What follows belongs to an exercise in optimizing a design on an open flow for small area, a short achievable clock period and few clock cycles per item; a production flow would make more cautious choices.
RTL that was checked went through simulation tests only; none was proved equivalent to the original.
Only the layout flow was run in run 1; the RTL was not checked for function there.
No activity file was given, so power comes from the tool's default toggle rates.

==> flow/design.v, too long to show whole: its modules and the start of the top module <==
// module csa_fa: 9 lines
// module csa_ha: 8 lines
// module binary_neuron: 1040 lines
module binary_neuron (
    input  logic                    clk,
    input  logic                    reset,
    input  logic                    in_valid,
    output logic                    in_ready,
    input  logic [320:0]            in_req,
    output logic                    out_valid,
    input  logic                    out_ready,
    output logic [9:0]              out_sum
);
  // ...
==> flow/flow/run.sh <==
#!/bin/bash
# The standard layout (standard.sh: ORFS synthesis to final layout), with
# one change: the input and output ports are buffered with the smallest
# buffer, sky130_fd_sc_hd__buf_1, instead of the cell buffer_ports picks by
# default (clkdlybuf4s50_1).  Later repair steps may still resize them.
set -euo pipefail
export BUFFER_PORTS_ARGS="-buffer_cell sky130_fd_sc_hd__buf_1"
bash standard.sh > standard_flow.log 2>&1
==> flow/standard.sh <==
#!/bin/bash
# synth_recipe.tcl (not shown) runs the flow's synth.tcl, then flattens the netlist and writes it again
# the make line also repeats each setting of config.mk as NAME=value (left out here)
make -C /OpenROAD-flow-scripts/flow DESIGN_CONFIG=/design/flow/config.mk WORK_HOME=/design/flow/orfs CLKGATE_MAP_FILE= SYNTH_SCRIPT=/design/flow/synth_recipe.tcl "${@:-finish}"
==> flow/config.mk <==
export PLATFORM = sky130hd
export DESIGN_NAME = binary_neuron
export DESIGN_NICKNAME = binary_neuron
export VERILOG_FILES = /design/flow/design.v
export SDC_FILE = /design/flow/constraint.sdc
export NUM_CORES = 4
export LEC_CHECK = 0
export CAP_MARGIN = 20
export CORE_MARGIN = 2
export CORE_UTILIZATION = 40
export CTS_BUF_LIST = sky130_fd_sc_hd__clkbuf_8
export SLEW_MARGIN = 20
export SYNTH_HIERARCHICAL = 1
export SYNTH_MINIMUM_KEEP_SIZE = 0
==> flow/constraint.sdc <==
create_clock -name core_clock -period 6.0 [get_ports {clk}]
set_input_delay 1.2000 -clock core_clock [delete_from_list [all_inputs] [get_ports {clk}]]
set_output_delay 1.2000 -clock core_clock [all_outputs]
set_load 0.01 [all_outputs]
==> out/results.txt, run 1 <==
Status -> complete, no violations
Antenna violations before repair -> 0
Area leader, netlist -> fa_1
Fill cell count -> 3507
Area grow syn2layout -> 18.62%
HP Class -> reg2reg
Crit end category -> flip-flop
Worst Hold Depth -> 0
Reg-to-reg endpoint -> r3_g517$_DFF_P_
Most common cell after layout, fill and taps aside -> buf_1
Async S/R FF share, synth -> 0%
Final std cells w/o fill -> 2154
Met1 Wirelength -> 15.00 mm
Worst slew pin tran -> 955.8 ps
GR Util All Layers -> 18.43%
Grt total ovfl -> 0
Antenna cells -> 0
Reg area -> 6306 um2
Top reg by flops -> q_data
Non-CTS buffers -> 336
Simple-gate share of the synthesized area -> 10.98%
Startpoint type of the worst setup path -> flip-flop
Final setup vio count -> 0
First-pass GRT wire length -> 56.65 mm
Achievable Freq -> 0.3869 GHz
Highest-power group -> combinational logic
CP top delay family -> adder cells
Pwr Total -> 9.447 mW
CP max stage delay -> 530 ps
Non-CTS inverters -> 39
Cell mode on critical path -> fa_1
Synth top area share -> 31.67%
Worst Path Arrival -> 3000 ps
Tap Count -> 511
Switching share of power -> 37.62%
Routability cong. -> 0.8521
# H-tree levels -> 2
Largest cell class -> multi-input combinational cells
Worst r2r src -> r2_c158$_DFF_P_
Worst EP required -> 6420 ps
==> run 2: changes to the inputs <==
--- a/flow/design.v
+++ b/flow/design.v
@@ -214,19 +214,19 @@
     wire p2_61 = in_req[75] ^ (~in_req[3] & (in_req[73] | in_req[74]));
     wire q3_61 = ~(in_req[76] ^ (~in_req[3] & (in_req[73] | in_req[74] | in_req[75])));
     wire p1_62 = in_req[70] ^ (~in_req[2] & in_req[69]);
     wire p2_62 = in_req[71] ^ (~in_req[2] & (in_req[69] | in_req[70]));
     wire q3_62 = ~(in_req[72] ^ (~in_req[2] & (in_req[69] | in_req[70] | in_req[71])));
     wire p1_63 = in_req[66] ^ (~in_req[1] & in_req[65]);
     wire p2_63 = in_req[67] ^ (~in_req[1] & (in_req[65] | in_req[66]));
     wire q3_63 = ~(in_req[68] ^ (~in_req[1] & (in_req[65] | in_req[66] | in_req[67])));
-    logic r1_s39, r1_s41, r1_s43, r1_s45, r1_s47, r1_s49, r1_s51, r1_s53, r1_s55, r1_s65, r1_s67, r1_s69, r1_s71, r1_s73, r1_s75, r1_s77, r1_s79, r1_s81, r1_s83, r1_s85, r1_s87, r1_s89, r1_s91, r1_s93, r1_s95, r1_s97, r1_s99, r1_s101, r1_s103, r1_s105, r1_s107, r1_c44, r1_c46, r1_c48, r1_c50, r1_c52, r1_c54, r1_c56, r1_s109, r1_s111, r1_s113, r1_s115, r1_s117, r1_s119, r1_s121, r1_p2_62, r1_p2_63, r1_c66, r1_c68, r1_c70, r1_c72, r1_c74, r1_c76, r1_c78, r1_c80, r1_c82, r1_c84, r1_c86, r1_c88, r1_c90, r1_c92, r1_c94, r1_c96, r1_c98, r1_c100, r1_c102, r1_c104, r1_c106, r1_c108, r1_s161, r1_s163, r1_s165, r1_s167, r1_s169, r1_s171, r1_s173, r1_s175, r1_s177, r1_s179, r1_s181, r1_s183, r1_s185, r1_s187, r1_s189, r1_s191, r1_s193, r1_s195, r1_s197, r1_s199, r1_s201, r1_c110, r1_c112, r1_c114, r1_c116, r1_c118, r1_c120, r1_c122, r1_q3_62, r1_q3_63, r1_c162, r1_c164, r1_c166, r1_c168, r1_c170, r1_c172, r1_c174, r1_c176, r1_c178, r1_c180, r1_c182, r1_c184, r1_c186, r1_c188, r1_c190, r1_c192, r1_c194, r1_c196, r1_c198, r1_c200, r1_c202, r1_s273, r1_s275, r1_s277, r1_s279, r1_s281, r1_s283, r1_s285, r1_s287, r1_s289, r1_s291, r1_s293, r1_s295, r1_s297, r1_s299, r1_s301, r1_s303, r1_s305, r1_s307, r1_s309, r1_s311, r1_s313, r1_c274, r1_c276, r1_c278, r1_c280, r1_c282, r1_c284, r1_c286, r1_c288, r1_c290, r1_c292, r1_c294, r1_c296, r1_c298, r1_c300, r1_c302, r1_c304, r1_c306, r1_c308, r1_c310, r1_c312, r1_c314;
-    logic r2_c158, r2_c160, r2_s263, r2_s265, r2_s267, r2_s379, r2_c268, r2_s381, r2_s383, r2_s385, r2_c376, r2_c378, r2_c380, r2_s433, r2_c382, r2_s435, r2_s437, r2_s439, r2_c384, r2_c386, r2_s459, r2_s461, r2_s463, r2_c434, r2_c436, r2_c438, r2_s465, r2_c440, r2_s467, r2_s483, r2_c464, r2_c466, r2_c468, r2_s485, r2_c484, r2_c486, r2_g506, r2_s63, r2_g505;
-    logic r3_s477, r3_c452, r3_s479, r3_c478, r3_s493, r3_c480, r3_c492, r3_s499, r3_c494, r3_s503, r3_g518, r3_c504, r3_s63, r3_g505, r3_g513, r3_g515, r3_g517;
+    logic r1_s39, r1_s41, r1_s43, r1_s45, r1_s47, r1_s49, r1_s51, r1_s53, r1_s55, r1_s107, r1_c44, r1_c46, r1_c48, r1_c50, r1_c52, r1_c54, r1_c56, r1_s109, r1_s111, r1_s113, r1_s115, r1_s117, r1_s119, r1_s121, r1_s123, r1_s125, r1_s127, r1_s129, r1_s131, r1_s133, r1_s135, r1_c110, r1_c112, r1_c114, r1_c116, r1_c118, r1_c120, r1_c122, r1_s161, r1_s163, r1_s165, r1_s167, r1_s169, r1_s171, r1_s173, r1_s175, r1_s177, r1_s179, r1_s181, r1_s183, r1_s185, r1_s187, r1_s189, r1_s191, r1_s193, r1_s195, r1_s197, r1_s199, r1_s201, r1_c124, r1_c126, r1_c128, r1_c130, r1_c132, r1_c134, r1_c136, r1_s203, r1_s205, r1_s207, r1_s209, r1_s211, r1_s213, r1_s215, r1_s217, r1_c200, r1_c202, r1_s273, r1_s275, r1_s277, r1_s279, r1_s281, r1_s283, r1_s285, r1_s287, r1_s289, r1_s291, r1_s293, r1_s295, r1_s297, r1_s299, r1_s301, r1_s303, r1_s305, r1_s307, r1_s309, r1_s311, r1_s313, r1_c204, r1_c206, r1_c208, r1_c210, r1_c212, r1_c214, r1_c216, r1_c218, r1_s315, r1_s317, r1_s319, r1_s321, r1_s323, r1_s325, r1_s327, r1_c314, r1_c316, r1_c318, r1_c320, r1_c322, r1_c324, r1_c326, r1_c328, r1_s393, r1_s395, r1_s397, r1_s399, r1_s401, r1_s403, r1_s405, r1_c394, r1_c396, r1_c398, r1_c400, r1_c402, r1_c404, r1_c406;
+    logic r2_s265, r2_s267, r2_s269, r2_s379, r2_c268, r2_c270, r2_s381, r2_s383, r2_s385, r2_s433, r2_s435, r2_c382, r2_c384, r2_c386, r2_s437, r2_s439, r2_s441, r2_c438, r2_c440, r2_s467, r2_c442, r2_s469, r2_s471, r2_s485, r2_c468, r2_c470, r2_c472, r2_s487, r2_c488, r2_s497, r2_c498, r2_s63, r2_s157, r2_s159;
+    logic r3_s477, r3_c452, r3_s479, r3_c478, r3_s493, r3_c480, r3_s63, r3_s157, r3_s271, r3_s391, r3_s451, r3_s501, r3_c502, r3_c504, r3_s159, r3_s503;
     wire s1 = ~(in_req[317] ^ in_req[313]);
     wire c2 = in_req[317] | in_req[313];
     wire s3, c4;
     csa_fa u_s3 (.a(in_req[309]), .b(in_req[305]), .c(in_req[301]), .s(s3), .co(c4));
     wire s5, c6;
     csa_fa u_s5 (.a(in_req[297]), .b(in_req[293]), .c(in_req[289]), .s(s5), .co(c6));
     wire s7, c8;
     csa_fa u_s7 (.a(in_req[285]), .b(in_req[281]), .c(in_req[277]), .s(s7), .co(c8));
@@ -340,45 +340,45 @@
     csa_fa u_s115 (.a(c20), .b(c22), .c(c24), .s(s115), .co(c116));
     wire s117, c118;
     csa_fa u_s117 (.a(c26), .b(c28), .c(c30), .s(s117), .co(c118));
     wire s119, c120;
     csa_fa u_s119 (.a(c32), .b(c34), .c(c36), .s(s119), .co(c120));
     wire s121, c122;
     csa_fa u_s121 (.a(c38), .b(c40), .c(c42), .s(s121), .co(c122));
     wire s123, c124;
-    csa_fa u_s123 (.a(r1_s65), .b(r1_s67), .c(r1_s69), .s(s123), .co(c124));
+    csa_fa u_s123 (.a(s65), .b(s67), .c(s69), .s(s123), .co(c124));
     wire s125, c126;
-    csa_fa u_s125 (.a(r1_s71), .b(r1_s73), .c(r1_s75), .s(s125), .co(c126));
+    csa_fa u_s125 (.a(s71), .b(s73), .c(s75), .s(s125), .co(c126));
     wire s127, c128;
-    csa_fa u_s127 (.a(r1_s77), .b(r1_s79), .c(r1_s81), .s(s127), .co(c128));
+    csa_fa u_s127 (.a(s77), .b(s79), .c(s81), .s(s127), .co(c128));
     wire s129, c130;
-    csa_fa u_s129 (.a(r1_s83), .b(r1_s85), .c(r1_s87), .s(s129), .co(c130));
+    csa_fa u_s129 (.a(s83), .b(s85), .c(s87), .s(s129), .co(c130));
     wire s131, c132;
-    csa_fa u_s131 (.a(r1_s89), .b(r1_s91), .c(r1_s93), .s(s131), .co(c132));
+    csa_fa u_s131 (.a(s89), .b(s91), .c(s93), .s(s131), .co(c132));
     wire s133, c134;
-    csa_fa u_s133 (.a(r1_s95), .b(r1_s97), .c(r1_s99), .s(s133), .co(c134));
+    csa_fa u_s133 (.a(s95), .b(s97), .c(s99), .s(s133), .co(c134));
     wire s135, c136;
-    csa_fa u_s135 (.a(r1_s101), .b(r1_s103), .c(r1_s105), .s(s135), .co(c136));
+    csa_fa u_s135 (.a(s101), .b(s103), .c(s105), .s(s135), .co(c136));
     wire s137, c138;
     csa_fa u_s137 (.a(r1_s107), .b(r1_c44), .c(r1_c46), .s(s137), .co(c138));
     wire s139, c140;
     csa_fa u_s139 (.a(r1_c48), .b(r1_c50), .c(r1_c52), .s(s139), .co(c140));
     wire s141, c142;
     csa_fa u_s141 (.a(r1_c54), .b(r1_c56), .c(r1_s109), .s(s141), .co(c142));
     wire s143, c144;
     csa_fa u_s143 (.a(r1_s111), .b(r1_s113), .c(r1_s115), .s(s143), .co(c144));
     wire s145, c146;
     csa_fa u_s145 (.a(r1_s117), .b(r1_s119), .c(r1_s121), .s(s145), .co(c146));
     wire s147, c148;
-    csa_fa u_s147 (.a(s123), .b(s125), .c(s127), .s(s147), .co(c148));
+    csa_fa u_s147 (.a(r1_s123), .b(r1_s125), .c(r1_s127), .s(s147), .co(c148));
     wire s149, c150;
-    csa_fa u_s149 (.a(s129), .b(s131), .c(s133), .s(s149), .co(c150));
+    csa_fa u_s149 (.a(r1_s129), .b(r1_s131), .c(r1_s133), .s(s149), .co(c150));
     wire s151, c152;
-    csa_fa u_s151 (.a(s135), .b(c58), .c(c60), .s(s151), .co(c152));
+    csa_fa u_s151 (.a(r1_s135), .b(c58), .c(c60), .s(s151), .co(c152));
     wire s153, c154;
     csa_fa u_s153 (.a(c62), .b(s137), .c(s139), .s(s153), .co(c154));
     wire s155, c156;
     csa_fa u_s155 (.a(s141), .b(s143), .c(s145), .s(s155), .co(c156));
     wire s157, c158;
     csa_fa u_s157 (.a(s147), .b(s149), .c(c64), .s(s157), .co(c158));
     wire s159, c160;
     csa_fa u_s159 (.a(s151), .b(s153), .c(s155), .s(s159), .co(c160));
@@ -420,85 +420,85 @@
     csa_fa u_s195 (.a(p2_50), .b(p2_51), .c(p2_52), .s(s195), .co(c196));
     wire s197, c198;
     csa_fa u_s197 (.a(p2_53), .b(p2_54), .c(p2_55), .s(s197), .co(c198));
     wire s199, c200;
     csa_fa u_s199 (.a(p2_56), .b(p2_57), .c(p2_58), .s(s199), .co(c200));
     wire s201, c202;
     csa_fa u_s201 (.a(p2_59), .b(p2_60), .c(p2_61), .s(s201), .co(c202));
     wire s203, c204;
-    csa_fa u_s203 (.a(r1_p2_62), .b(r1_p2_63), .c(r1_c66), .s(s203), .co(c204));
+    csa_fa u_s203 (.a(p2_62), .b(p2_63), .c(c66), .s(s203), .co(c204));
     wire s205, c206;
-    csa_fa u_s205 (.a(r1_c68), .b(r1_c70), .c(r1_c72), .s(s205), .co(c206));
+    csa_fa u_s205 (.a(c68), .b(c70), .c(c72), .s(s205), .co(c206));
     wire s207, c208;
-    csa_fa u_s207 (.a(r1_c74), .b(r1_c76), .c(r1_c78), .s(s207), .co(c208));
+    csa_fa u_s207 (.a(c74), .b(c76), .c(c78), .s(s207), .co(c208));
     wire s209, c210;
-    csa_fa u_s209 (.a(r1_c80), .b(r1_c82), .c(r1_c84), .s(s209), .co(c210));
+    csa_fa u_s209 (.a(c80), .b(c82), .c(c84), .s(s209), .co(c210));
     wire s211, c212;
-    csa_fa u_s211 (.a(r1_c86), .b(r1_c88), .c(r1_c90), .s(s211), .co(c212));
+    csa_fa u_s211 (.a(c86), .b(c88), .c(c90), .s(s211), .co(c212));
     wire s213, c214;
-    csa_fa u_s213 (.a(r1_c92), .b(r1_c94), .c(r1_c96), .s(s213), .co(c214));
+    csa_fa u_s213 (.a(c92), .b(c94), .c(c96), .s(s213), .co(c214));
     wire s215, c216;
-    csa_fa u_s215 (.a(r1_c98), .b(r1_c100), .c(r1_c102), .s(s215), .co(c216));
+    csa_fa u_s215 (.a(c98), .b(c100), .c(c102), .s(s215), .co(c216));
     wire s217, c218;
-    csa_fa u_s217 (.a(r1_c104), .b(r1_c106), .c(r1_c108), .s(s217), .co(c218));
+    csa_fa u_s217 (.a(c104), .b(c106), .c(c108), .s(s217), .co(c218));
     wire s219, c220;
-    csa_fa u_s219 (.a(r1_s161), .b(r1_s163), .c(r1_s165), .s(s219), .co(c220));
+    csa_fa u_s219 (.a(r1_c110), .b(r1_c112), .c(r1_c114), .s(s219), .co(c220));
     wire s221, c222;
-    csa_fa u_s221 (.a(r1_s167), .b(r1_s169), .c(r1_s171), .s(s221), .co(c222));
+    csa_fa u_s221 (.a(r1_c116), .b(r1_c118), .c(r1_c120), .s(s221), .co(c222));
     wire s223, c224;
-    csa_fa u_s223 (.a(r1_s173), .b(r1_s175), .c(r1_s177), .s(s223), .co(c224));
+    csa_fa u_s223 (.a(r1_c122), .b(r1_s161), .c(r1_s163), .s(s223), .co(c224));
     wire s225, c226;
-    csa_fa u_s225 (.a(r1_s179), .b(r1_s181), .c(r1_s183), .s(s225), .co(c226));
+    csa_fa u_s225 (.a(r1_s165), .b(r1_s167), .c(r1_s169), .s(s225), .co(c226));
     wire s227, c228;
-    csa_fa u_s227 (.a(r1_s185), .b(r1_s187), .c(r1_s189), .s(s227), .co(c228));
+    csa_fa u_s227 (.a(r1_s171), .b(r1_s173), .c(r1_s175), .s(s227), .co(c228));
     wire s229, c230;
-    csa_fa u_s229 (.a(r1_s191), .b(r1_s193), .c(r1_s195), .s(s229), .co(c230));
+    csa_fa u_s229 (.a(r1_s177), .b(r1_s179), .c(r1_s181), .s(s229), .co(c230));
     wire s231, c232;
-    csa_fa u_s231 (.a(r1_s197), .b(r1_s199), .c(r1_s201), .s(s231), .co(c232));
+    csa_fa u_s231 (.a(r1_s183), .b(r1_s185), .c(r1_s187), .s(s231), .co(c232));
     wire s233, c234;
-    csa_fa u_s233 (.a(r1_c110), .b(r1_c112), .c(r1_c114), .s(s233), .co(c234));
+    csa_fa u_s233 (.a(r1_s189), .b(r1_s191), .c(r1_s193), .s(s233), .co(c234));
     wire s235, c236;
-    csa_fa u_s235 (.a(r1_c116), .b(r1_c118), .c(r1_c120), .s(s235), .co(c236));
+    csa_fa u_s235 (.a(r1_s195), .b(r1_s197), .c(r1_s199), .s(s235), .co(c236));
     wire s237, c238;
-    csa_fa u_s237 (.a(r1_c122), .b(c124), .c(c126), .s(s237), .co(c238));
+    csa_fa u_s237 (.a(r1_s201), .b(r1_c124), .c(r1_c126), .s(s237), .co(c238));
     wire s239, c240;
-    csa_fa u_s239 (.a(c128), .b(c130), .c(c132), .s(s239), .co(c240));
+    csa_fa u_s239 (.a(r1_c128), .b(r1_c130), .c(r1_c132), .s(s239), .co(c240));
     wire s241, c242;
-    csa_fa u_s241 (.a(c134), .b(c136), .c(s203), .s(s241), .co(c242));
+    csa_fa u_s241 (.a(r1_c134), .b(r1_c136), .c(r1_s203), .s(s241), .co(c242));
     wire s243, c244;
-    csa_fa u_s243 (.a(s205), .b(s207), .c(s209), .s(s243), .co(c244));
+    csa_fa u_s243 (.a(r1_s205), .b(r1_s207), .c(r1_s209), .s(s243), .co(c244));
     wire s245, c246;
-    csa_fa u_s245 (.a(s211), .b(s213), .c(s215), .s(s245), .co(c246));
+    csa_fa u_s245 (.a(r1_s211), .b(r1_s213), .c(r1_s215), .s(s245), .co(c246));
     wire s247, c248;
-    csa_fa u_s247 (.a(s217), .b(s219), .c(s221), .s(s247), .co(c248));
+    csa_fa u_s247 (.a(r1_s217), .b(c138), .c(c140), .s(s247), .co(c248));
     wire s249, c250;
-    csa_fa u_s249 (.a(s223), .b(s225), .c(s227), .s(s249), .co(c250));
+    csa_fa u_s249 (.a(c142), .b(c144), .c(c146), .s(s249), .co(c250));
     wire s251, c252;
-    csa_fa u_s251 (.a(s229), .b(s231), .c(c138), .s(s251), .co(c252));
+    csa_fa u_s251 (.a(c148), .b(c150), .c(s219), .s(s251), .co(c252));
     wire s253, c254;
-    csa_fa u_s253 (.a(c140), .b(c142), .c(c144), .s(s253), .co(c254));
+    csa_fa u_s253 (.a(s221), .b(s223), .c(s225), .s(s253), .co(c254));
     wire s255, c256;
-    csa_fa u_s255 (.a(c146), .b(s233), .c(s235), .s(s255), .co(c256));
+    csa_fa u_s255 (.a(s227), .b(s229), .c(s231), .s(s255), .co(c256));
     wire s257, c258;
-    csa_fa u_s257 (.a(c148), .b(c150), .c(s237), .s(s257), .co(c258));
+    csa_fa u_s257 (.a(s233), .b(s235), .c(s237), .s(s257), .co(c258));
     wire s259, c260;
     csa_fa u_s259 (.a(s239), .b(s241), .c(s243), .s(s259), .co(c260));
     wire s261, c262;
-    csa_fa u_s261 (.a(s245), .b(s247), .c(s249), .s(s261), .co(c262));
+    csa_fa u_s261 (.a(s245), .b(c152), .c(c154), .s(s261), .co(c262));
     wire s263, c264;
-    csa_fa u_s263 (.a(c152), .b(c154), .c(c156), .s(s263), .co(c264));
+    csa_fa u_s263 (.a(c156), .b(s247), .c(s249), .s(s263), .co(c264));
     wire s265, c266;
     csa_fa u_s265 (.a(s251), .b(s253), .c(s255), .s(s265), .co(c266));
     wire s267, c268;
-    csa_fa u_s267 (.a(s257), .b(s259), .c(s261), .s(s267), .co(c268));
+    csa_fa u_s267 (.a(s257), .b(s259), .c(c158), .s(s267), .co(c268));
     wire s269, c270;
-    csa_fa u_s269 (.a(r2_c158), .b(r2_c160), .c(r2_s263), .s(s269), .co(c270));
+    csa_fa u_s269 (.a(c160), .b(s261), .c(s263), .s(s269), .co(c270));
     wire s271, c272;
-    csa_fa u_s271 (.a(r2_s265), .b(r2_s267), .c(s269), .s(s271), .co(c272));
+    csa_fa u_s271 (.a(r2_s265), .b(r2_s267), .c(r2_s269), .s(s271), .co(c272));
     wire s273 = ~(q3_0 ^ q3_1);
     wire c274 = q3_0 | q3_1;
     wire s275, c276;
     csa_fa u_s275 (.a(q3_2), .b(q3_3), .c(q3_4), .s(s275), .co(c276));
     wire s277, c278;
     csa_fa u_s277 (.a(q3_5), .b(q3_6), .c(q3_7), .s(s277), .co(c278));
     wire s279, c280;
     csa_fa u_s279 (.a(q3_8), .b(q3_9), .c(q3_10), .s(s279), .co(c280));
@@ -532,233 +532,208 @@
     csa_fa u_s307 (.a(q3_50), .b(q3_51), .c(q3_52), .s(s307), .co(c308));
     wire s309, c310;
     csa_fa u_s309 (.a(q3_53), .b(q3_54), .c(q3_55), .s(s309), .co(c310));
     wire s311, c312;
     csa_fa u_s311 (.a(q3_56), .b(q3_57), .c(q3_58), .s(s311), .co(c312));
     wire s313, c314;
     csa_fa u_s313 (.a(q3_59), .b(q3_60), .c(q3_61), .s(s313), .co(c314));
     wire s315, c316;
-    csa_fa u_s315 (.a(r1_q3_62), .b(r1_q3_63), .c(r1_c162), .s(s315), .co(c316));
+    csa_fa u_s315 (.a(q3_62), .b(q3_63), .c(c162), .s(s315), .co(c316));
     wire s317, c318;
-    csa_fa u_s317 (.a(r1_c164), .b(r1_c166), .c(r1_c168), .s(s317), .co(c318));
+    csa_fa u_s317 (.a(c164), .b(c166), .c(c168), .s(s317), .co(c318));
     wire s319, c320;
-    csa_fa u_s319 (.a(r1_c170), .b(r1_c172), .c(r1_c174), .s(s319), .co(c320));
+    csa_fa u_s319 (.a(c170), .b(c172), .c(c174), .s(s319), .co(c320));
     wire s321, c322;
-    csa_fa u_s321 (.a(r1_c176), .b(r1_c178), .c(r1_c180), .s(s321), .co(c322));
+    csa_fa u_s321 (.a(c176), .b(c178), .c(c180), .s(s321), .co(c322));
     wire s323, c324;
-    csa_fa u_s323 (.a(r1_c182), .b(r1_c184), .c(r1_c186), .s(s323), .co(c324));
+    csa_fa u_s323 (.a(c182), .b(c184), .c(c186), .s(s323), .co(c324));
     wire s325, c326;
-    csa_fa u_s325 (.a(r1_c188), .b(r1_c190), .c(r1_c192), .s(s325), .co(c326));
+    csa_fa u_s325 (.a(c188), .b(c190), .c(c192), .s(s325), .co(c326));
     wire s327, c328;
-    csa_fa u_s327 (.a(r1_c194), .b(r1_c196), .c(r1_c198), .s(s327), .co(c328));
+    csa_fa u_s327 (.a(c194), .b(c196), .c(c198), .s(s327), .co(c328));
     wire s329, c330;
     csa_fa u_s329 (.a(r1_c200), .b(r1_c202), .c(r1_s273), .s(s329), .co(c330));
     wire s331, c332;
     csa_fa u_s331 (.a(r1_s275), .b(r1_s277), .c(r1_s279), .s(s331), .co(c332));
     wire s333, c334;
     csa_fa u_s333 (.a(r1_s281), .b(r1_s283), .c(r1_s285), .s(s333), .co(c334));
     wire s335, c336;
     csa_fa u_s335 (.a(r1_s287), .b(r1_s289), .c(r1_s291), .s(s335), .co(c336));
     wire s337, c338;
     csa_fa u_s337 (.a(r1_s293), .b(r1_s295), .c(r1_s297), .s(s337), .co(c338));
     wire s339, c340;
     csa_fa u_s339 (.a(r1_s299), .b(r1_s301), .c(r1_s303), .s(s339), .co(c340));
     wire s341, c342;
     csa_fa u_s341 (.a(r1_s305), .b(r1_s307), .c(r1_s309), .s(s341), .co(c342));
     wire s343, c344;
-    csa_fa u_s343 (.a(r1_s311), .b(r1_s313), .c(c204), .s(s343), .co(c344));
+    csa_fa u_s343 (.a(r1_s311), .b(r1_s313), .c(r1_c204), .s(s343), .co(c344));
     wire s345, c346;
-    csa_fa u_s345 (.a(c206), .b(c208), .c(c210), .s(s345), .co(c346));
+    csa_fa u_s345 (.a(r1_c206), .b(r1_c208), .c(r1_c210), .s(s345), .co(c346));
     wire s347, c348;
-    csa_fa u_s347 (.a(c212), .b(c214), .c(c216), .s(s347), .co(c348));
+    csa_fa u_s347 (.a(r1_c212), .b(r1_c214), .c(r1_c216), .s(s347), .co(c348));
     wire s349, c350;
-    csa_fa u_s349 (.a(c218), .b(c220), .c(c222), .s(s349), .co(c350));
+    csa_fa u_s349 (.a(r1_c218), .b(r1_s315), .c(r1_s317), .s(s349), .co(c350));
     wire s351, c352;
-    csa_fa u_s351 (.a(c224), .b(c226), .c(c228), .s(s351), .co(c352));
+    csa_fa u_s351 (.a(r1_s319), .b(r1_s321), .c(r1_s323), .s(s351), .co(c352));
     wire s353, c354;
-    csa_fa u_s353 (.a(c230), .b(c232), .c(s315), .s(s353), .co(c354));
+    csa_fa u_s353 (.a(r1_s325), .b(r1_s327), .c(c220), .s(s353), .co(c354));
     wire s355, c356;
-    csa_fa u_s355 (.a(s317), .b(s319), .c(s321), .s(s355), .co(c356));
+    csa_fa u_s355 (.a(c222), .b(c224), .c(c226), .s(s355), .co(c356));
     wire s357, c358;
-    csa_fa u_s357 (.a(s323), .b(s325), .c(s327), .s(s357), .co(c358));
+    csa_fa u_s357 (.a(c228), .b(c230), .c(c232), .s(s357), .co(c358));
     wire s359, c360;
-    csa_fa u_s359 (.a(s329), .b(s331), .c(s333), .s(s359), .co(c360));
+    csa_fa u_s359 (.a(c234), .b(c236), .c(c238), .s(s359), .co(c360));
     wire s361, c362;
-    csa_fa u_s361 (.a(s335), .b(s337), .c(s339), .s(s361), .co(c362));
+    csa_fa u_s361 (.a(c240), .b(c242), .c(c244), .s(s361), .co(c362));
     wire s363, c364;
-    csa_fa u_s363 (.a(s341), .b(c234), .c(c236), .s(s363), .co(c364));
+    csa_fa u_s363 (.a(c246), .b(s329), .c(s331), .s(s363), .co(c364));
     wire s365, c366;
-    csa_fa u_s365 (.a(c238), .b(c240), .c(c242), .s(s365), .co(c366));
+    csa_fa u_s365 (.a(s333), .b(s335), .c(s337), .s(s365), .co(c366));
     wire s367, c368;
-    csa_fa u_s367 (.a(c244), .b(c246), .c(s343), .s(s367), .co(c368));
+    csa_fa u_s367 (.a(s339), .b(s341), .c(s343), .s(s367), .co(c368));
     wire s369, c370;
-    csa_fa u_s369 (.a(s345), .b(s347), .c(c248), .s(s369), .co(c370));
+    csa_fa u_s369 (.a(s345), .b(s347), .c(s349), .s(s369), .co(c370));
     wire s371, c372;
-    csa_fa u_s371 (.a(c250), .b(s349), .c(s351), .s(s371), .co(c372));
+    csa_fa u_s371 (.a(s351), .b(c248), .c(c250), .s(s371), .co(c372));
     wire s373, c374;
-    csa_fa u_s373 (.a(s353), .b(s355), .c(s357), .s(s373), .co(c374));
+    csa_fa u_s373 (.a(c252), .b(c254), .c(c256), .s(s373), .co(c374));
     wire s375, c376;
-    csa_fa u_s375 (.a(s359), .b(s361), .c(c252), .s(s375), .co(c376));
+    csa_fa u_s375 (.a(c258), .b(c260), .c(s353), .s(s375), .co(c376));
     wire s377, c378;
-    csa_fa u_s377 (.a(c254), .b(c256), .c(s363), .s(s377), .co(c378));
+    csa_fa u_s377 (.a(s355), .b(s357), .c(s359), .s(s377), .co(c378));
     wire s379, c380;
-    csa_fa u_s379 (.a(c258), .b(c260), .c(s365), .s(s379), .co(c380));
+    csa_fa u_s379 (.a(s361), .b(s363), .c(s365), .s(s379), .co(c380));
     wire s381, c382;
-    csa_fa u_s381 (.a(s367), .b(c262), .c(s369), .s(s381), .co(c382));
+    csa_fa u_s381 (.a(s367), .b(s369), .c(c262), .s(s381), .co(c382));
     wire s383, c384;
-    csa_fa u_s383 (.a(s371), .b(s373), .c(c264), .s(s383), .co(c384));
+    csa_fa u_s383 (.a(c264), .b(s371), .c(c266), .s(s383), .co(c384));
     wire s385, c386;
-    csa_fa u_s385 (.a(c266), .b(s375), .c(s377), .s(s385), .co(c386));
+    csa_fa u_s385 (.a(s373), .b(s375), .c(s377), .s(s385), .co(c386));
     wire s387, c388;
-    csa_fa u_s387 (.a(r2_s379), .b(r2_c268), .c(r2_s381), .s(s387), .co(c388));
+    csa_fa u_s387 (.a(r2_s379), .b(r2_c268), .c(r2_c270), .s(s387), .co(c388));
     wire s389, c390;
-    csa_fa u_s389 (.a(c270), .b(r2_s383), .c(r2_s385), .s(s389), .co(c390));
+    csa_fa u_s389 (.a(r2_s381), .b(r2_s383), .c(r2_s385), .s(s389), .co(c390));
     wire s391, c392;
-    csa_fa u_s391 (.a(s387), .b(c272), .c(s389), .s(s391), .co(c392));
-    wire s393 = ~(r1_c274 ^ r1_c276);
-    wire c394 = r1_c274 | r1_c276;
+    csa_fa u_s391 (.a(c272), .b(s389), .c(s387), .s(s391), .co(c392));
+    wire s393 = ~(c274 ^ c276);
+    wire c394 = c274 | c276;
     wire s395, c396;
-    csa_fa u_s395 (.a(r1_c278), .b(r1_c280), .c(r1_c282), .s(s395), .co(c396));
+    csa_fa u_s395 (.a(c278), .b(c280), .c(c282), .s(s395), .co(c396));
     wire s397, c398;
-    csa_fa u_s397 (.a(r1_c284), .b(r1_c286), .c(r1_c288), .s(s397), .co(c398));
+    csa_fa u_s397 (.a(c284), .b(c286), .c(c288), .s(s397), .co(c398));
     wire s399, c400;
-    csa_fa u_s399 (.a(r1_c290), .b(r1_c292), .c(r1_c294), .s(s399), .co(c400));
+    csa_fa u_s399 (.a(c290), .b(c292), .c(c294), .s(s399), .co(c400));
     wire s401, c402;
-    csa_fa u_s401 (.a(r1_c296), .b(r1_c298), .c(r1_c300), .s(s401), .co(c402));
+    csa_fa u_s401 (.a(c296), .b(c298), .c(c300), .s(s401), .co(c402));
     wire s403, c404;
-    csa_fa u_s403 (.a(r1_c302), .b(r1_c304), .c(r1_c306), .s(s403), .co(c404));
+    csa_fa u_s403 (.a(c302), .b(c304), .c(c306), .s(s403), .co(c404));
     wire s405, c406;
-    csa_fa u_s405 (.a(r1_c308), .b(r1_c310), .c(r1_c312), .s(s405), .co(c406));
+    csa_fa u_s405 (.a(c308), .b(c310), .c(c312), .s(s405), .co(c406));
     wire s407, c408;
-    csa_fa u_s407 (.a(r1_c314), .b(c316), .c(c318), .s(s407), .co(c408));
+    csa_fa u_s407 (.a(r1_c314), .b(r1_c316), .c(r1_c318), .s(s407), .co(c408));
     wire s409, c410;
-    csa_fa u_s409 (.a(c320), .b(c322), .c(c324), .s(s409), .co(c410));
+    csa_fa u_s409 (.a(r1_c320), .b(r1_c322), .c(r1_c324), .s(s409), .co(c410));
     wire s411, c412;
-    csa_fa u_s411 (.a(c326), .b(c328), .c(c330), .s(s411), .co(c412));
+    csa_fa u_s411 (.a(r1_c326), .b(r1_c328), .c(r1_s393), .s(s411), .co(c412));
     wire s413, c414;
-    csa_fa u_s413 (.a(c332), .b(c334), .c(c336), .s(s413), .co(c414));
+    csa_fa u_s413 (.a(r1_s395), .b(r1_s397), .c(r1_s399), .s(s413), .co(c414));
     wire s415, c416;
-    csa_fa u_s415 (.a(c338), .b(c340), .c(c342), .s(s415), .co(c416));
+    csa_fa u_s415 (.a(r1_s401), .b(r1_s403), .c(r1_s405), .s(s415), .co(c416));
     wire s417, c418;
-    csa_fa u_s417 (.a(s393), .b(s395), .c(s397), .s(s417), .co(c418));
+    csa_fa u_s417 (.a(c330), .b(c332), .c(c334), .s(s417), .co(c418));
     wire s419, c420;
-    csa_fa u_s419 (.a(s399), .b(s401), .c(s403), .s(s419), .co(c420));
+    csa_fa u_s419 (.a(c336), .b(c338), .c(c340), .s(s419), .co(c420));
     wire s421, c422;
-    csa_fa u_s421 (.a(s405), .b(c344), .c(c346), .s(s421), .co(c422));
+    csa_fa u_s421 (.a(c342), .b(c344), .c(c346), .s(s421), .co(c422));
     wire s423, c424;
     csa_fa u_s423 (.a(c348), .b(c350), .c(c352), .s(s423), .co(c424));
     wire s425, c426;
-    csa_fa u_s425 (.a(c354), .b(c356), .c(c358), .s(s425), .co(c426));
+    csa_fa u_s425 (.a(s407), .b(s409), .c(s411), .s(s425), .co(c426));
     wire s427, c428;
-    csa_fa u_s427 (.a(s407), .b(s409), .c(c360), .s(s427), .co(c428));
+    csa_fa u_s427 (.a(s413), .b(s415), .c(c354), .s(s427), .co(c428));
     wire s429, c430;
-    csa_fa u_s429 (.a(c362), .b(s411), .c(s413), .s(s429), .co(c430));
+    csa_fa u_s429 (.a(c356), .b(c358), .c(c360), .s(s429), .co(c430));
     wire s431, c432;
-    csa_fa u_s431 (.a(s415), .b(s417), .c(s419), .s(s431), .co(c432));
+    csa_fa u_s431 (.a(c362), .b(c364), .c(c366), .s(s431), .co(c432));
     wire s433, c434;
-    csa_fa u_s433 (.a(c364), .b(c366), .c(c368), .s(s433), .co(c434));
+    csa_fa u_s433 (.a(c368), .b(c370), .c(s417), .s(s433), .co(c434));
     wire s435, c436;
-    csa_fa u_s435 (.a(s421), .b(c370), .c(c372), .s(s435), .co(c436));
+    csa_fa u_s435 (.a(s419), .b(s421), .c(s423), .s(s435), .co(c436));
     wire s437, c438;
-    csa_fa u_s437 (.a(c374), .b(s423), .c(s425), .s(s437), .co(c438));
+    csa_fa u_s437 (.a(s425), .b(c372), .c(c374), .s(s437), .co(c438));
     wire s439, c440;
-    csa_fa u_s439 (.a(s427), .b(s429), .c(s431), .s(s439), .co(c440));
+    csa_fa u_s439 (.a(c376), .b(c378), .c(s427), .s(s439), .co(c440));
     wire s441, c442;
-    csa_fa u_s441 (.a(r2_c376), .b(r2_c378), .c(r2_c380), .s(s441), .co(c442));
+    csa_fa u_s441 (.a(s429), .b(c380), .c(s431), .s(s441), .co(c442));
     wire s443, c444;
-    csa_fa u_s443 (.a(r2_s433), .b(r2_c382), .c(r2_s435), .s(s443), .co(c444));
+    csa_fa u_s443 (.a(r2_s433), .b(r2_s435), .c(r2_c382), .s(s443), .co(c444));
     wire s445, c446;
-    csa_fa u_s445 (.a(r2_s437), .b(r2_s439), .c(r2_c384), .s(s445), .co(c446));
+    csa_fa u_s445 (.a(r2_c384), .b(r2_c386), .c(r2_s437), .s(s445), .co(c446));
     wire s447, c448;
-    csa_fa u_s447 (.a(r2_c386), .b(s441), .c(c388), .s(s447), .co(c448));
+    csa_fa u_s447 (.a(r2_s439), .b(r2_s441), .c(c390), .s(s447), .co(c448));
     wire s449, c450;
-    csa_fa u_s449 (.a(s443), .b(c390), .c(s445), .s(s449), .co(c450));
+    csa_fa u_s449 (.a(c388), .b(s443), .c(s445), .s(s449), .co(c450));
     wire s451, c452;
     csa_fa u_s451 (.a(s447), .b(c392), .c(s449), .s(s451), .co(c452));
-    wire s453 = ~(c394 ^ c396);
-    wire c454 = c394 | c396;
+    wire s453 = ~(r1_c394 ^ r1_c396);
+    wire c454 = r1_c394 | r1_c396;
     wire s455, c456;
-    csa_fa u_s455 (.a(c398), .b(c400), .c(c402), .s(s455), .co(c456));
+    csa_fa u_s455 (.a(r1_c398), .b(r1_c400), .c(r1_c402), .s(s455), .co(c456));
     wire s457, c458;
-    csa_fa u_s457 (.a(c404), .b(c406), .c(c408), .s(s457), .co(c458));
+    csa_fa u_s457 (.a(r1_c404), .b(r1_c406), .c(c408), .s(s457), .co(c458));
     wire s459, c460;
     csa_fa u_s459 (.a(c410), .b(c412), .c(c414), .s(s459), .co(c460));
     wire s461, c462;
-    csa_fa u_s461 (.a(c416), .b(c418), .c(c420), .s(s461), .co(c462));
+    csa_fa u_s461 (.a(c416), .b(s453), .c(s455), .s(s461), .co(c462));
     wire s463, c464;
-    csa_fa u_s463 (.a(s453), .b(s455), .c(c422), .s(s463), .co(c464));
+    csa_fa u_s463 (.a(c418), .b(c420), .c(c422), .s(s463), .co(c464));
     wire s465, c466;
     csa_fa u_s465 (.a(c424), .b(c426), .c(s457), .s(s465), .co(c466));
     wire s467, c468;
-    csa_fa u_s467 (.a(c428), .b(c430), .c(c432), .s(s467), .co(c468));
+    csa_fa u_s467 (.a(s459), .b(s461), .c(c428), .s(s467), .co(c468));
     wire s469, c470;
-    csa_fa u_s469 (.a(r2_s459), .b(r2_s461), .c(r2_s463), .s(s469), .co(c470));
+    csa_fa u_s469 (.a(c430), .b(c432), .c(c434), .s(s469), .co(c470));
     wire s471, c472;
-    csa_fa u_s471 (.a(r2_c434), .b(r2_c436), .c(r2_c438), .s(s471), .co(c472));
+    csa_fa u_s471 (.a(c436), .b(s463), .c(s465), .s(s471), .co(c472));
     wire s473, c474;
-    csa_fa u_s473 (.a(r2_s465), .b(r2_c440), .c(r2_s467), .s(s473), .co(c474));
+    csa_fa u_s473 (.a(r2_c438), .b(r2_c440), .c(r2_s467), .s(s473), .co(c474));
     wire s475, c476;
-    csa_fa u_s475 (.a(c442), .b(s469), .c(c444), .s(s475), .co(c476));
+    csa_fa u_s475 (.a(r2_c442), .b(r2_s469), .c(r2_s471), .s(s475), .co(c476));
     wire s477, c478;
-    csa_fa u_s477 (.a(s471), .b(s473), .c(c446), .s(s477), .co(c478));
+    csa_fa u_s477 (.a(s475), .b(c444), .c(c446), .s(s477), .co(c478));
     wire s479, c480;
-    csa_fa u_s479 (.a(c448), .b(s475), .c(c450), .s(s479), .co(c480));
+    csa_fa u_s479 (.a(c448), .b(s473), .c(c450), .s(s479), .co(c480));
     wire s481, c482;
     csa_fa u_s481 (.a(r3_s477), .b(r3_c452), .c(r3_s479), .s(s481), .co(c482));
     wire s483 = ~(c454 ^ c456);
     wire c484 = c454 | c456;
     wire s485, c486;
     csa_fa u_s485 (.a(c458), .b(c460), .c(c462), .s(s485), .co(c486));
     wire s487, c488;
-    csa_fa u_s487 (.a(r2_s483), .b(r2_c464), .c(r2_c466), .s(s487), .co(c488));
+    csa_fa u_s487 (.a(s483), .b(c464), .c(c466), .s(s487), .co(c488));
     wire s489, c490;
-    csa_fa u_s489 (.a(r2_c468), .b(r2_s485), .c(c470), .s(s489), .co(c490));
+    csa_fa u_s489 (.a(r2_s485), .b(r2_c468), .c(r2_c470), .s(s489), .co(c490));
     wire s491, c492;
-    csa_fa u_s491 (.a(c472), .b(s487), .c(c474), .s(s491), .co(c492));
+    csa_fa u_s491 (.a(r2_c472), .b(r2_s487), .c(c476), .s(s491), .co(c492));
     wire s493, c494;
-    csa_fa u_s493 (.a(s489), .b(c476), .c(s491), .s(s493), .co(c494));
+    csa_fa u_s493 (.a(c474), .b(s489), .c(s491), .s(s493), .co(c494));
     wire s495, c496;
     csa_fa u_s495 (.a(r3_c478), .b(r3_s493), .c(r3_c480), .s(s495), .co(c496));
-    wire s497 = ~(r2_c484 ^ r2_c486);
-    wire c498 = r2_c484 | r2_c486;
+    wire s497 = ~(c484 ^ c486);
+    wire c498 = c484 | c486;
     wire s499, c500;
-    csa_fa u_s499 (.a(c488), .b(s497), .c(c490), .s(s499), .co(c500));
+    csa_fa u_s499 (.a(r2_c488), .b(r2_s497), .c(c490), .s(s499), .co(c500));
     wire s501, c502;
-    csa_fa u_s501 (.a(r3_c492), .b(r3_s499), .c(r3_c494), .s(s501), .co(c502));
-    wire s503 = ~(c498 ^ c500);
-    wire c504 = c498 | c500;
-    wire g505 = s157 ^ s159;
-    wire g506 = s157 & s159;
-    wire g507 = s495 ^ c482;
-    wire g508 = s495 & c482;
-    wire g509 = s501 ^ c496;
-    wire g510 = s501 & c496;
-    wire g511 = r3_s503 ^ c502;
-    wire g512 = r3_s503 & c502;
-    wire g513 = s271 ^ r2_g506;
-    wire g514 = s271 & r2_g506;
-    wire g515 = s391 ^ g514;
-    wire g516 = s391 & g514;
-    wire g517 = s451 ^ g516;
-    wire g518 = s451 & g516;
-    wire g519 = s481 ^ r3_g518;
-    wire g520 = s481 & r3_g518;
-    wire g521 = g507 ^ g520;
-    wire g522 = g508 | (g507 & g520);
-    wire g523 = g509 ^ g522;
-    wire g524 = g510 | (g509 & g508);
-    wire g525 = g509 & g507;
-    wire g526 = g524 | (g525 & g520);
-    wire g527 = g511 ^ g526;
-    wire g528 = g512 | (g511 & g510);
-    wire g529 = g511 & g509;
-    wire g530 = g528 | (g529 & g522);
-    wire g531 = r3_c504 ^ g530;
-    wire [9:0] total = {g531, g527, g523, g521, g519, r3_g517, r3_g515, r3_g513, r3_g505, r3_s63};
+    csa_fa u_s501 (.a(c492), .b(c494), .c(s499), .s(s501), .co(c502));
+    wire s503 = ~(r2_c498 ^ c500);
+    wire c504 = r2_c498 | c500;
+    wire [9:0] row_a = {r3_c504, r3_c502, r3_s501, c482, s481, r3_s451, r3_s391, r3_s271, r3_s157, r3_s63};
+    wire [9:0] row_b = {1'b0, r3_s503, c496, s495, 1'b0, 1'b0, 1'b0, 1'b0, r3_s159, 1'b0};
+    wire [9:0] total = row_a + row_b;
     logic         accept, pop;
     logic [4:0] pending, pending_next;
     assign accept = in_valid && in_ready;
     assign pop    = out_valid && out_ready;
     always_comb begin
         case ({accept, pop})
             2'b10:   pending_next = {pending[3:0], 1'b1};
             2'b01:   pending_next = {1'b0, pending[4:1]};
@@ -787,76 +762,45 @@
         r1_s41 <= s41;
         r1_s43 <= s43;
         r1_s45 <= s45;
         r1_s47 <= s47;
         r1_s49 <= s49;
         r1_s51 <= s51;
         r1_s53 <= s53;
         r1_s55 <= s55;
-        r1_s65 <= s65;
-        r1_s67 <= s67;
-        r1_s69 <= s69;
-        r1_s71 <= s71;
-        r1_s73 <= s73;
-        r1_s75 <= s75;
-        r1_s77 <= s77;
-        r1_s79 <= s79;
-        r1_s81 <= s81;
-        r1_s83 <= s83;
-        r1_s85 <= s85;
-        r1_s87 <= s87;
-        r1_s89 <= s89;
-        r1_s91 <= s91;
-        r1_s93 <= s93;
-        r1_s95 <= s95;
-        r1_s97 <= s97;
-        r1_s99 <= s99;
-        r1_s101 <= s101;
-        r1_s103 <= s103;
-        r1_s105 <= s105;
         r1_s107 <= s107;
         r1_c44 <= c44;
         r1_c46 <= c46;
         r1_c48 <= c48;
         r1_c50 <= c50;
         r1_c52 <= c52;
         r1_c54 <= c54;
         r1_c56 <= c56;
         r1_s109 <= s109;
         r1_s111 <= s111;
         r1_s113 <= s113;
         r1_s115 <= s115;
         r1_s117 <= s117;
         r1_s119 <= s119;
         r1_s121 <= s121;
-        r1_p2_62 <= p2_62;
-        r1_p2_63 <= p2_63;
-        r1_c66 <= c66;
-        r1_c68 <= c68;
-        r1_c70 <= c70;
-        r1_c72 <= c72;
-        r1_c74 <= c74;
-        r1_c76 <= c76;
-        r1_c78 <= c78;
-        r1_c80 <= c80;
-        r1_c82 <= c82;
-        r1_c84 <= c84;
-        r1_c86 <= c86;
-        r1_c88 <= c88;
-        r1_c90 <= c90;
-        r1_c92 <= c92;
-        r1_c94 <= c94;
-        r1_c96 <= c96;
-        r1_c98 <= c98;
-        r1_c100 <= c100;
-        r1_c102 <= c102;
-        r1_c104 <= c104;
-        r1_c106 <= c106;
-        r1_c108 <= c108;
+        r1_s123 <= s123;
+        r1_s125 <= s125;
+        r1_s127 <= s127;
+        r1_s129 <= s129;
+        r1_s131 <= s131;
+        r1_s133 <= s133;
+        r1_s135 <= s135;
+        r1_c110 <= c110;
+        r1_c112 <= c112;
+        r1_c114 <= c114;
+        r1_c116 <= c116;
+        r1_c118 <= c118;
+        r1_c120 <= c120;
+        r1_c122 <= c122;
         r1_s161 <= s161;
         r1_s163 <= s163;
         r1_s165 <= s165;
         r1_s167 <= s167;
         r1_s169 <= s169;
         r1_s171 <= s171;
         r1_s173 <= s173;
         r1_s175 <= s175;
@@ -868,44 +812,31 @@
         r1_s187 <= s187;
         r1_s189 <= s189;
         r1_s191 <= s191;
         r1_s193 <= s193;
         r1_s195 <= s195;
         r1_s197 <= s197;
         r1_s199 <= s199;
         r1_s201 <= s201;
-        r1_c110 <= c110;
-        r1_c112 <= c112;
-        r1_c114 <= c114;
-        r1_c116 <= c116;
-        r1_c118 <= c118;
-        r1_c120 <= c120;
-        r1_c122 <= c122;
-        r1_q3_62 <= q3_62;
-        r1_q3_63 <= q3_63;
-        r1_c162 <= c162;
-        r1_c164 <= c164;
-        r1_c166 <= c166;
-        r1_c168 <= c168;
-        r1_c170 <= c170;
-        r1_c172 <= c172;
-        r1_c174 <= c174;
-        r1_c176 <= c176;
-        r1_c178 <= c178;
-        r1_c180 <= c180;
-        r1_c182 <= c182;
-        r1_c184 <= c184;
-        r1_c186 <= c186;
-        r1_c188 <= c188;
-        r1_c190 <= c190;
-        r1_c192 <= c192;
-        r1_c194 <= c194;
-        r1_c196 <= c196;
-        r1_c198 <= c198;
+        r1_c124 <= c124;
+        r1_c126 <= c126;
+        r1_c128 <= c128;
+        r1_c130 <= c130;
+        r1_c132 <= c132;
+        r1_c134 <= c134;
+        r1_c136 <= c136;
+        r1_s203 <= s203;
+        r1_s205 <= s205;
+        r1_s207 <= s207;
+        r1_s209 <= s209;
+        r1_s211 <= s211;
+        r1_s213 <= s213;
+        r1_s215 <= s215;
+        r1_s217 <= s217;
         r1_c200 <= c200;
         r1_c202 <= c202;
         r1_s273 <= s273;
         r1_s275 <= s275;
         r1_s277 <= s277;
         r1_s279 <= s279;
         r1_s281 <= s281;
         r1_s283 <= s283;
@@ -919,97 +850,107 @@
         r1_s299 <= s299;
         r1_s301 <= s301;
         r1_s303 <= s303;
         r1_s305 <= s305;
         r1_s307 <= s307;
         r1_s309 <= s309;
         r1_s311 <= s311;
         r1_s313 <= s313;
-        r1_c274 <= c274;
-        r1_c276 <= c276;
-        r1_c278 <= c278;
-        r1_c280 <= c280;
-        r1_c282 <= c282;
-        r1_c284 <= c284;
-        r1_c286 <= c286;
-        r1_c288 <= c288;
-        r1_c290 <= c290;
-        r1_c292 <= c292;
-        r1_c294 <= c294;
-        r1_c296 <= c296;
-        r1_c298 <= c298;
-        r1_c300 <= c300;
-        r1_c302 <= c302;
-        r1_c304 <= c304;
-        r1_c306 <= c306;
-        r1_c308 <= c308;
-        r1_c310 <= c310;
-        r1_c312 <= c312;
+        r1_c204 <= c204;
+        r1_c206 <= c206;
+        r1_c208 <= c208;
+        r1_c210 <= c210;
+        r1_c212 <= c212;
+        r1_c214 <= c214;
+        r1_c216 <= c216;
+        r1_c218 <= c218;
+        r1_s315 <= s315;
+        r1_s317 <= s317;
+        r1_s319 <= s319;
+        r1_s321 <= s321;
+        r1_s323 <= s323;
+        r1_s325 <= s325;
+        r1_s327 <= s327;
         r1_c314 <= c314;
+        r1_c316 <= c316;
+        r1_c318 <= c318;
+        r1_c320 <= c320;
+        r1_c322 <= c322;
+        r1_c324 <= c324;
+        r1_c326 <= c326;
+        r1_c328 <= c328;
+        r1_s393 <= s393;
+        r1_s395 <= s395;
+        r1_s397 <= s397;
+        r1_s399 <= s399;
+        r1_s401 <= s401;
+        r1_s403 <= s403;
+        r1_s405 <= s405;
+        r1_c394 <= c394;
+        r1_c396 <= c396;
+        r1_c398 <= c398;
+        r1_c400 <= c400;
+        r1_c402 <= c402;
+        r1_c404 <= c404;
+        r1_c406 <= c406;
     end
     always_ff @(posedge clk) begin
-        r2_c158 <= c158;
-        r2_c160 <= c160;
-        r2_s263 <= s263;
         r2_s265 <= s265;
         r2_s267 <= s267;
+        r2_s269 <= s269;
         r2_s379 <= s379;
         r2_c268 <= c268;
+        r2_c270 <= c270;
         r2_s381 <= s381;
         r2_s383 <= s383;
         r2_s385 <= s385;
-        r2_c376 <= c376;
-        r2_c378 <= c378;
-        r2_c380 <= c380;
         r2_s433 <= s433;
-        r2_c382 <= c382;
         r2_s435 <= s435;
-        r2_s437 <= s437;
-        r2_s439 <= s439;
+        r2_c382 <= c382;
         r2_c384 <= c384;
         r2_c386 <= c386;
-        r2_s459 <= s459;
-        r2_s461 <= s461;
-        r2_s463 <= s463;
-        r2_c434 <= c434;
-        r2_c436 <= c436;
+        r2_s437 <= s437;
+        r2_s439 <= s439;
+        r2_s441 <= s441;
         r2_c438 <= c438;
-        r2_s465 <= s465;
         r2_c440 <= c440;
         r2_s467 <= s467;
-        r2_s483 <= s483;
-        r2_c464 <= c464;
-        r2_c466 <= c466;
-        r2_c468 <= c468;
+        r2_c442 <= c442;
+        r2_s469 <= s469;
+        r2_s471 <= s471;
         r2_s485 <= s485;
-        r2_c484 <= c484;
-        r2_c486 <= c486;
-        r2_g506 <= g506;
+        r2_c468 <= c468;
+        r2_c470 <= c470;
+        r2_c472 <= c472;
+        r2_s487 <= s487;
+        r2_c488 <= c488;
+        r2_s497 <= s497;
+        r2_c498 <= c498;
         r2_s63 <= s63;
-        r2_g505 <= g505;
+        r2_s157 <= s157;
+        r2_s159 <= s159;
     end
     always_ff @(posedge clk) begin
         r3_s477 <= s477;
         r3_c452 <= c452;
         r3_s479 <= s479;
         r3_c478 <= c478;
         r3_s493 <= s493;
         r3_c480 <= c480;
-        r3_c492 <= c492;
-        r3_s499 <= s499;
-        r3_c494 <= c494;
-        r3_s503 <= s503;
-        r3_g518 <= g518;
-        r3_c504 <= c504;
         r3_s63 <= r2_s63;
-        r3_g505 <= r2_g505;
-        r3_g513 <= g513;
-        r3_g515 <= g515;
-        r3_g517 <= g517;
+        r3_s157 <= r2_s157;
+        r3_s271 <= s271;
+        r3_s391 <= s391;
+        r3_s451 <= s451;
+        r3_s501 <= s501;
+        r3_c502 <= c502;
+        r3_c504 <= c504;
+        r3_s159 <= r2_s159;
+        r3_s503 <= s503;
     end
     logic [9:0]      q_data [0:3];
     logic [3:0]    q_wr, q_rd, q_occ;
     logic [9:0]      q_head;
     logic            q_empty;
     logic            result;        
     logic            head_load;     
     logic            q_push, q_pull;
==> flow/flow/run.sh (replaced) <==
#!/bin/bash
# The standard layout (standard.sh: ORFS synthesis to final layout), with
# two changes:
#  - the input and output ports are buffered with the smallest buffer,
#    sky130_fd_sc_hd__buf_1, instead of the cell buffer_ports picks by default
#    (clkdlybuf4s50_1); later repair steps may still resize them;
#  - clock tree synthesis adds no dummy loads to the clock tree.
set -euo pipefail
export BUFFER_PORTS_ARGS="-buffer_cell sky130_fd_sc_hd__buf_1"
export CTS_ARGS="-sink_clustering_enable -repair_clock_nets -buf_list sky130_fd_sc_hd__clkbuf_8 -dont_use_dummy_load -sink_buffer_max_cap_derate 0.3"
bash standard.sh > standard_flow.log 2>&1
==> run 2 against run 1 <==
Still clean on timing, DRC and antenna; utilization down 1.3 points; wire length down 2.3%; register-to-register slack better by 120 ps; sequential power fell by 6.3%; fmax is 4.8% higher; synthesized area is 4.5% lower; power shrank 9.9%; final cell count down 5.7%; critical path depth down 1; combinational power shrank 4.8%; sequential cell count down 34; critical endpoint is now r2_s385$_DFF_P_; largest power group unchanged.
==> out/results.txt, run 2 <==
Synth top area cells -> fa_1 (33%), dfxtp_1 (28%), edfxtp_1 (10%) (was fa_1 (32%), dfxtp_1 (31%), edfxtp_1 (9.7%))
Hold Violations, Final -> 0 (unchanged)
Max Buffers Root-to-Sink -> 3 (unchanged)
Initial DRC Count -> 234 (was 345)
Final wirelength -> 35.56 mm (was 36.39 mm)
P_sw -> 3.300 mW (was 3.554 mW)
Crit-path max FO -> 1 (unchanged)
DP Wirelength -> 30.79 mm (was 31.07 mm)
CP top delay family -> adder cells (unchanged)
Root buffer cell -> clkbuf_8 (unchanged)
Switching share of power -> 38.76% (was 37.62%)
Die Ht -> 195.9 um (was 200.4 um)
Top reg by flops -> q_data (unchanged)
Gates resized, CTS repair -> 0 (unchanged)
Synth top area share -> 33.03% (was 31.67%)
Clock Latency Late Sink -> 540 ps (was 560 ps)
Antenna violations before repair -> 1 (was 0)
Layout Nets -> 2150 (was 2193)
Crit end category -> flip-flop (unchanged)
Dpl cell area -> 16540 um2 (was 17280 um2)
Mapped Area -> 14730 um2 (was 15420 um2)
Synthesized instance count -> 1194 (was 1230)
Cell mode on critical path -> fa_1 (unchanged)
Worst Setup Path Type -> reg2reg (unchanged)
Async S/R FF share, synth -> 0% (unchanged)
Die ar. -> 38370 um2 (was 40140 um2)
Syn Area/Cell -> 12.33 um2 (was 12.54 um2)
Seq cells post-synth -> 256 (was 290)
Setup TNS -> 0 ps (unchanged)
Ports -> 337 (unchanged)
Setup ws final -> 3534 ps (was 3415 ps)
Worst Hold Depth -> 0 (unchanged)
Worst Path Buf+Inv -> 0 (unchanged)
Worst EP required -> 6420 ps (about the same)
Grt total ovfl -> 0 (unchanged)
Synth top cells by count -> fa_1 (243), nor2_1 (215), dfxtp_1 (206) (was fa_1 (244), dfxtp_1 (240), nor2_1 (218))
CTS buffer count -> 43 (was 47)
WP depth -> 4 (was 5)
Most frequent cell after synthesis -> fa_1 (unchanged)
Ratio of cells with drive above 1 in the final layout -> 3.263% (was 4.747%)
Antenna cells -> 0 (unchanged)
EDFF count, synth -> 50 (unchanged)
Top sig layer -> met5 (was met4)
Slowest cell on the critical path -> fa_1 (unchanged)
# port buffers -> 336 (unchanged)
Met3 wire len -> 1.392 mm (was 1.669 mm)
Maximum vdd drop -> 0.0002666 V (was 0.0003016 V)
R2R depth -> 4 (was 5)
Worst slew pin tran -> 906.4 ps (was 955.8 ps)
TritonCTS clock tree -> done (unchanged)
Int Power -> 5.213 mW (was 5.893 mW)
Synth Flop Type -> dfxtp_1 (unchanged)
HP Class -> reg2reg (unchanged)
Place WS -> 3015 ps (was 3263 ps)
Top flop regs -> q_data: 40 flops, out_sum: 10 flops, pending: 5 flops (unchanged)
Pins Over Slew Limit -> 0 (unchanged)
DR WL/cell -> 17.51 um (was 16.89 um)
Clock net sink count -> 256 (was 290)
Clock Power Share -> 14.6% (was 18.6%)
Most common cell after layout, fill and taps aside -> buf_1 (unchanged)
Met1 Wirelength -> 14.64 mm (was 15.00 mm)
Max reg flops -> 40 (unchanged)
Cell Pwr Density -> 497.1 nW/um2 (was 516.4 nW/um2)
Post-CTS Setup Bufs -> 0 (unchanged)
Drc violations -> 0 (unchanged)
Via density per instance -> 4.641 (was 4.502)
Iteration count of the initial detailed-routing pass -> 4 (unchanged)
Antenna viol nets, final -> 0 (unchanged)
# H-tree levels -> 2 (unchanged)
Die width -> 195.9 um (was 200.4 um)
GR Util All Layers -> 19.32% (was 18.43%)
Slew margin rel. -> 39.57% (was 36.19%)
Initial Util -> 40.42% (was 40.75%)
First-pass GRT wire length -> 56.06 mm (was 56.65 mm)
Area grow syn2layout -> 16.30% (was 18.62%)
Layout Skew -> 42.22 ps (was 33.07 ps)
Most frequent cells in the layout -> buf_1 (336), fa_1 (243), nor2_1 (215), dfxtp_1 (206), xnor2_1 (132) (was buf_1 (336), fa_1 (244), dfxtp_1 (240), nor2_1 (218), xnor2_1 (130))
Worst Path Arrival -> 2890 ps (was 3000 ps)
DR vias -> 9425 (was 9697)
Crit path time final -> 2466 ps (was 2585 ps)
Area leader, netlist -> fa_1 (unchanged)
Reg power frac -> 34.6% (was 33.3%)
Yosys cell types -> 33 (was 31)
Row cnt -> 70 (was 71)
CP max stage delay -> 600 ps (was 530 ps)
Met2 wire len -> 18.90 mm (was 19.23 mm)
Gate power share -> 50.8% (was 48.1%)
Largest net degree at the start of global routing -> 25 (was 28)
CP cell instances -> fa_1 -> fa_1 -> fa_1 -> fa_1 (was fa_1 -> fa_1 -> fa_1 -> fa_1 -> ha_1)
Sequential fraction of the synthesis area -> 38.20% (was 40.89%)
Design Area, Final -> 17130 um2 (was 18290 um2)
Clock-pin slew on the worst setup and hold paths -> 60 ps (about the same)
Vias in the first global route -> 10350 (was 10640)
RSZ-0062 raised after global routing -> no (unchanged)
Status -> complete, no violations (unchanged)
Max Cap Violations -> 0 (unchanged)
CTS Hold Buffers Added -> 0 (unchanged)
Final setup vio count -> 0 (unchanged)
Tcrit/Tclk final -> 41.10% (was 43.08%)
Syn. warnings -> 8 (unchanged)
Startpoint type of the worst setup path -> flip-flop (unchanged)
Achievable Freq -> 0.4055 GHz (was 0.3869 GHz)
Fill cell count -> 3396 (was 3507)
Synthesized Nets -> 1779 (was 1819)
Routability cong. -> 0.8539 (was 0.8521)
Pleak -> 6.339 nW (was 6.911 nW)
Core area -> 36430 um2 (was 37840 um2)
[run 2: routing by layer]
layer / track usage [%] / up-vias
met5: 0 / -
met4: 4.405 / 2
met3: 2.699 / 49
met2: 35.86 / 246
met1: 23.78 / 4588
li1: - / 4540
[run 2: kinds of logic after synthesis]
family	Yosys count	synth area share, %
AOI/OAI and AO/OA	57	2.659
xor gates and xnor gates	199	11.84
adders and majority gates	260	34.48
buffers and inverters	45	1.147
DFF	256	38.20
muxes	2	0.1359
and+or+nand+nor	375	11.55
[run 2: power groups by stage]
| stage | Sequential [mW] | Clock (mW) | Combinational, mW |
|---|---|---|---|
| floorplan | 2.87 | 0 | 2.83 |
| global placement | 2.99 | 0 | 4.25 |
| detailed placement | 3.00 | 0 | 4.43 |
| CTS | 2.97 | 1.29 | 4.44 |
| global route | 3.01 | 1.36 | 5.05 |
| finish | 2.95 | 1.25 | 4.32 |
[run 2: layout make-up]
| cell class | instances | area (um2) | area share [%] |
|---|---|---|---|
| sequential | 256 | 5625 | 32.84 |
| tap | 468 | 585.6 | 3.419 |
| multi-input combinational | 893 | 8932 | 52.15 |
| timing repair buffer | 336 | 1261 | 7.364 |
| clock buffer | 43 | 591.8 | 3.455 |
| inverter | 35 | 131.4 | 0.7670 |
[run 2: per-stage QoR]
stage	std cells	hold WS [ps]	utilization (%)	power, mW
6_report	2031	318.5	47.01	8.514
5_1_grt	2031	326.8	47.01	9.414
4_1_cts	2031	320.7	47.01	8.696
3_5_place_dp	1988	312.1	45.38	7.428
3_3_place_gp	1988	312.6	45.38	7.240
2_1_floorplan	1194	309.6	-	5.700
[run 2: path summary, 6_finish.rpt]
| kind | startpoint | end | slack, ps |
|---|---|---|---|
| setup reg to reg | r1_s189$_DFF_P_ | r2_s385$_DFF_P_ | 3530 |
| hold / removal | r2_s157$_DFF_P_ | r3_s157$_DFF_P_ | 320 |
| setup / recovery | r1_s189$_DFF_P_ | r2_s385$_DFF_P_ | 3530 |
| hold reg to reg | r2_s157$_DFF_P_ | r3_s157$_DFF_P_ | 320 |
[run 2: modules after synthesis, one instance, submodules excluded]
module | cell area, um2 | copies in the design
binary_neuron | 9862 | 1
csa_fa | 20.02 | 243
Testbench counts of run 2, summed over its fixed seeds: cycles 3,232, items 3,200.

-- what the ideal ports hide --
Ports are ideal in the flow. The routed layouts listed here were re-timed in OpenROAD.
Step 1 (the two cells are an assumption about what drives the block):
set clk [get_ports {clk}]
set_driving_cell -lib_cell sky130_fd_sc_hd__clkbuf_16 $clk
set_driving_cell -lib_cell sky130_fd_sc_hd__buf_2 [delete_from_list [all_inputs] $clk]
Step 2 adds t to the input delays and takes it off the output delays; t is the mean of the earliest and latest rising clock arrival at the registers after step 1. Input paths then give back, and output paths get back, about the clock's delay inside the block.
a / b / c = no drivers / after step 1 / after step 2; a / b = the first two.
run | shift t [ns] | setup WS [ns] | worst hold slack (ns) | cell pins on the clock port's net
run 1 | 0.587 | 3.415 / 3.415 / 3.258 | 0.325 / 0.325 / 0.325 | 1
run 2 | 0.570 | 3.534 / 3.534 / 3.095 | 0.319 / 0.319 / 0.319 | 1
After both steps setup and hold are still met in every run listed. The setup slack of run 2, which loses most, moves by 0.000 ns with the drivers and by -0.439 ns with both steps.
